This design comes from an exercise in tuning for small area on the open sky130 flow, not from production work. Only simulation tests tie the RTL to the original design; equivalence was not proved. Power is estimated from default activity; no workload was simulated.

==> run E: inputs <==
==> flow/design.v (excerpt) <==
module rtype_regfile_wb #(
   parameter int N = 32
) (
   input  logic              clk,
   input  logic              rst,
   input  logic              instr_valid,
   output logic              instr_ready,
   input  logic [31:0]       instruction_R,
   output logic [N-1:0]      Read_data1_R,
   output logic [N-1:0]      Read_data2_R,
   output logic              op_valid,
   input  logic [N-1:0]      ALUResult_R,
   output logic              wb_en,
   output logic [4:0]        wb_addr,
   output logic [N-1:0]      wb_data,
   output logic              illegal
);
Settings: LEC_CHECK=0, CAP_MARGIN=20, CORE_MARGIN=2, CORE_UTILIZATION=55, PLACE_DENSITY=0.75, SLEW_MARGIN=20, SYNTH_HIERARCHICAL=1, SYNTH_MINIMUM_KEEP_SIZE=0; clock period 5.0 ns.
standard.sh (not shown) runs the stock make flow with config.mk's settings and CLKGATE_MAP_FILE= SYNTH_SCRIPT=/design/flow/synth_recipe.tcl, a recipe that flattens the netlist after the stock synthesis.
==> flow/flow/run.sh <==
#!/bin/bash
# Own layout flow: the standard flow (standard.sh) with changes that only affect how the
# layout is built:
#  - after floorplan, combinational cells that synthesis sized up go back to their _1 variant
#    (downsize.tcl); placement's repair sizes up again where a load needs it;
#  - the port buffers are the smallest buffer cell (buf_1) instead of ORFS's default choice;
#  - clock tree synthesis uses clkbuf_4 leaf clusters of at most 8 sinks within 45 um and
#    inserts no dummy loads.
# Each tool's full output goes to ORFS's own logs under orfs/logs; make's output to make.log.
set -euo pipefail
export POST_FLOORPLAN_TCL="$PWD/flow/downsize.tcl"
export BUFFER_PORTS_ARGS="-buffer_cell sky130_fd_sc_hd__buf_1"
export CTS_ARGS="-sink_clustering_enable -repair_clock_nets -dont_use_dummy_load -buf_list sky130_fd_sc_hd__clkbuf_4 -sink_clustering_size 8 -sink_clustering_max_diameter 45"
bash standard.sh > make.log 2>&1
==> flow/flow/downsize.tcl <==
# Swap every combinational cell that synthesis sized up for its _1 variant (same function and
# pins) when that variant is smaller; placement's repair steps then size up again only the
# cells whose loads need it.
set n 0
set db [ord::get_db]
foreach inst [[ord::get_db_block] getInsts] {
  set master [$inst getMaster]
  set m [$master getName]
  if { [regexp {^(sky130_fd_sc_hd__([a-z0-9]+))_([0-9]+)$} $m -> base fn size] } {
    if { $size > 1 && ![string match "df*" $fn] && ![string match "*buf*" $fn] && ![string match "clk*" $fn] } {
      set small [$db findMaster ${base}_1]
      if { $small ne "NULL" && [$small getWidth] < [$master getWidth] } {
        $inst swapMaster $small
        incr n
      }
    }
  }
}
puts "downsize.tcl: swapped $n cells to their smaller _1 variant"
==> inputs of run Z, as changes to run E <==
==> flow/design.v (replaced) <==
module rf_ao22 #(parameter int W = 1) (
   input  logic [W-1:0] a1, a2, b1, b2,
   output logic [W-1:0] y
);
   assign y = (a1 & a2) | (b1 & b2);
endmodule
module rf_aoi222 #(parameter int W = 1) (
   input  logic [W-1:0] a1, a2, b1, b2, c1, c2,
   output logic [W-1:0] y
);
   assign y = ~((a1 & a2) | (b1 & b2) | (c1 & c2));
endmodule
module rf_aoi22 #(parameter int W = 1) (
   input  logic [W-1:0] a1, a2, b1, b2,
   output logic [W-1:0] y
);
   assign y = ~((a1 & a2) | (b1 & b2));
endmodule
module rf_nand4 #(parameter int W = 1) (
   input  logic [W-1:0] a, b, c, d,
   output logic [W-1:0] y
);
   assign y = ~(a & b & c & d);
endmodule
module rf_nand3 #(parameter int W = 1) (
   input  logic [W-1:0] a, b, c,
   output logic [W-1:0] y
);
   assign y = ~(a & b & c);
endmodule
module rf_or3 #(parameter int W = 1) (
   input  logic [W-1:0] a, b, c,
   output logic [W-1:0] y
);
   assign y = a | b | c;
endmodule
module rf_rdport #(parameter int N = 32) (
   input  logic [31:1]       sel,
   input  logic [31:1][N-1:0] r,
   input  logic              hold,
   input  logic [N-1:0]      q,
   output logic [N-1:0]      y
);
   logic [10:0][N-1:0] t;
   logic [N-1:0] u0, u1, u2;
   for (genvar k = 0; k < 10; k++) begin : g_t
      rf_aoi222 #(N) u_t (
         .a1({N{sel[3*k+1]}}), .a2(r[3*k+1]),
         .b1({N{sel[3*k+2]}}), .b2(r[3*k+2]),
         .c1({N{sel[3*k+3]}}), .c2(r[3*k+3]),
         .y(t[k]));
   end
   rf_aoi22 #(N) u_t10 (.a1({N{sel[31]}}), .a2(r[31]), .b1({N{hold}}), .b2(q), .y(t[10]));
   rf_nand4 #(N) u_u0 (.a(t[0]), .b(t[1]), .c(t[2]), .d(t[3]), .y(u0));
   rf_nand4 #(N) u_u1 (.a(t[4]), .b(t[5]), .c(t[6]), .d(t[7]), .y(u1));
   rf_nand3 #(N) u_u2 (.a(t[8]), .b(t[9]), .c(t[10]), .y(u2));
   rf_or3   #(N) u_y  (.a(u0), .b(u1), .c(u2), .y(y));
endmodule
module rtype_regfile_wb #(
   parameter int N = 32
) (
   input  logic              clk,
   input  logic              rst,
   input  logic              instr_valid,
   output logic              instr_ready,
   input  logic [31:0]       instruction_R,
   output logic [N-1:0]      Read_data1_R,
   output logic [N-1:0]      Read_data2_R,
   output logic              op_valid,
   input  logic [N-1:0]      ALUResult_R,
   output logic              wb_en,
   output logic [4:0]        wb_addr,
   output logic [N-1:0]      wb_data,
   output logic              illegal
);
   localparam logic [6:0] OP_RTYPE = 7'b0110011;
   logic [31:1][N-1:0] regs_q;
   logic [31:1][N-1:0] regs_d;
   logic [31:1]  written_q;
   logic [N-1:0] rd1_q, rd1_d;
   logic [N-1:0] rd2_q, rd2_d;
   logic         op_valid_q;
   logic         illegal_q;
   logic [4:0]   rd_q;
   logic [4:0]   rs1, rs2, rd;
   logic [6:0]   opcode;
   logic         legal, pend_wr, hazard, ready, accept, load;
   logic [31:1]  we, sel1, sel2;
   assign rs1    = instruction_R[19:15];
   assign rs2    = instruction_R[24:20];
   assign rd     = instruction_R[11:7];
   assign opcode = instruction_R[6:0];
   assign legal  = (opcode == OP_RTYPE);
   assign pend_wr = op_valid_q && (rd_q != 5'd0);
   assign hazard  = instr_valid && pend_wr && ((rs1 == rd_q) || (rs2 == rd_q));
   assign ready   = !rst && !hazard;
   assign accept  = instr_valid && ready;
   assign load    = accept && legal;
   always_comb begin
      for (int i = 1; i < 32; i++) begin
         we[i]   = pend_wr && (rd_q == 5'(i));
         sel1[i] = load && written_q[i] && (rs1 == 5'(i));
         sel2[i] = load && written_q[i] && (rs2 == 5'(i));
      end
   end
   rf_rdport #(N) u_rd1 (.sel(sel1), .r(regs_q), .hold(!load), .q(rd1_q), .y(rd1_d));
   rf_rdport #(N) u_rd2 (.sel(sel2), .r(regs_q), .hold(!load), .q(rd2_q), .y(rd2_d));
   for (genvar i = 1; i < 32; i++) begin : g_reg
      rf_ao22 #(N) u_wr (.a1({N{we[i]}}), .a2(ALUResult_R), .b1({N{!we[i]}}), .b2(regs_q[i]),
                         .y(regs_d[i]));
      always_ff @(posedge clk) regs_q[i] <= regs_d[i];
   end
   always_ff @(posedge clk or posedge rst) begin
      if (rst) begin
         written_q  <= '0;
         rd1_q      <= '0;
         rd2_q      <= '0;
         rd_q       <= '0;
         op_valid_q <= 1'b0;
         illegal_q  <= 1'b0;
      end else begin
         written_q  <= written_q | we;
         rd1_q      <= rd1_d;
         rd2_q      <= rd2_d;
         if (accept) rd_q <= rd;
         op_valid_q <= accept && legal;
         illegal_q  <= accept && !legal;
      end
   end
   assign instr_ready  = ready;
   assign Read_data1_R = rd1_q;
   assign Read_data2_R = rd2_q;
   assign op_valid     = op_valid_q;
   assign illegal      = illegal_q;
   assign wb_en        = pend_wr;
   assign wb_addr      = op_valid_q ? rd_q : 5'd0;
   assign wb_data      = op_valid_q ? ALUResult_R : '0;
endmodule
==> flow/run.sh (new file) <==
#!/bin/bash
# synth_recipe.tcl (not shown) runs the flow's synth.tcl, then flattens the netlist and writes it again
# the make line also repeats each setting of config.mk as NAME=value (left out here)
make -C /OpenROAD-flow-scripts/flow DESIGN_CONFIG=/design/flow/config.mk WORK_HOME=/design/flow/orfs CLKGATE_MAP_FILE= SYNTH_SCRIPT=/design/flow/synth_recipe.tcl finish
==> flow/config.mk (replaced) <==
export PLATFORM = sky130hd
export DESIGN_NAME = rtype_regfile_wb
export DESIGN_NICKNAME = rtype_regfile_wb
export VERILOG_FILES = /design/flow/design.v
export SDC_FILE = /design/flow/constraint.sdc
export NUM_CORES = 4
export LEC_CHECK = 0
export CAP_MARGIN = 20
export CORE_MARGIN = 2
export CORE_UTILIZATION = 40
export SLEW_MARGIN = 20
export SYNTH_HIERARCHICAL = 1
export SYNTH_MINIMUM_KEEP_SIZE = 0
removed: flow/flow/run.sh
removed: flow/flow/downsize.tcl
removed: flow/standard.sh
==> notes <==
- Between run Z and run E, the lower sequential share of layout area is in run Z (gap 7.5 points).
- Between run E and run Z, the lower via count is in run Z (gap about 4%, measured against run Z).
- Of run E and run Z, run E has the higher sequential power (gap about 1%, measured against run Z).
- Against run E, the routed wire length of run Z is higher by 8.4%.
- Critical path depth is the same in run Z and run E.
- Between run E and run Z, the lower non-clock buffer count is in run E (gap 72).
- In run E the die area is lower than in run Z, by about 30%.
- In run E the clock skew is higher than in run Z, by 0.051 ns.
- Against run Z, the final area of run E is lower by about 14%.
- Between run E and run Z, the lower flip-flop and latch count is in run Z (gap 3).
==> figures <==
Total area of multi-input combinational cells: run E 17500 um2; run Z 19680 um2
Register bit total from synthesis: run E 1097; run Z 1094
Layout-to-synthesis area ratio: run E 1.0885x; run Z 1.2311x
Length of routed wiring on met1: run E 60570 um; run Z 75410 um
Net Sw Frac: run E 0.2442; run Z 0.2251
Synthesized instance count: run E 3469; run Z 3407
Slack of the worst reg-to-reg path: run E 0.60 ns; run Z 0.88 ns
Final worst slack: run E 0.6037 ns; run Z 0.7659 ns
Synth top area share: run E 0.4896; run Z 0.4740
Vias after detailed routing: run E 42470; run Z 40780
CP startpoint: run E rd_q[3]; run Z instruction_R[19]
Sum of routed wire length over all layers: run E 179300 um; run Z 194400 um
Status: run E no timing/DRC/antenna violations; run Z no timing/DRC/antenna violations
WL per Instance: run E 36.85 um; run Z 36.36 um
Clock edge transition at the registers on the reported setup and hold paths: run E 0.09 ns; run Z 0.06 ns
Area inside the core boundary: run E 72960 um2; run Z 103600 um2
Share of power burned in registers: run E 0.645; run Z 0.486
Fill cell instance count of the final layout: run E 6179; run Z 9302
Data arrival at the endpoint of the critical path: run E 5.37 ns; run Z 4.87 ns
Sequential cell area fraction in the yosys report: run E 0.5543; run Z 0.5350
Hold Buf Count CTS: run E 1; run Z 0

what the ideal ports hide:
In the flow no input, the clock included, has a driving cell. The finished layouts below were timed again as built, in two steps. Step 1 assumes that a clkbuf_16 drives the clock port and a buf_2 every other input. Step 2, shift: input delay + t, output delay - t, t = (earliest + latest rising clock arrival at the registers) / 2. This alone moves slack from input paths to output paths. a / b / c = ideal / step 1 / step 2; a / b = the first two.
run	t (ns)	setup WS [ns]	worst hold slack (ns)	worst register clock-pin slew, ns	pins driven straight from the clock port
run E	1.131	0.604 / 0.604 / -0.215	0.111 / 0.082 / 0.483	0.11 / 0.11	1
run Z	0.768	0.766 / 0.798 / 0.030	0.491 / 0.491 / 0.491	0.07 / 0.07	1
Met with ideal ports but missed after step 2: setup timing in run E. The setup slack of run E, which loses most, moves by 0.000 ns with the drivers and by -0.819 ns with both steps.
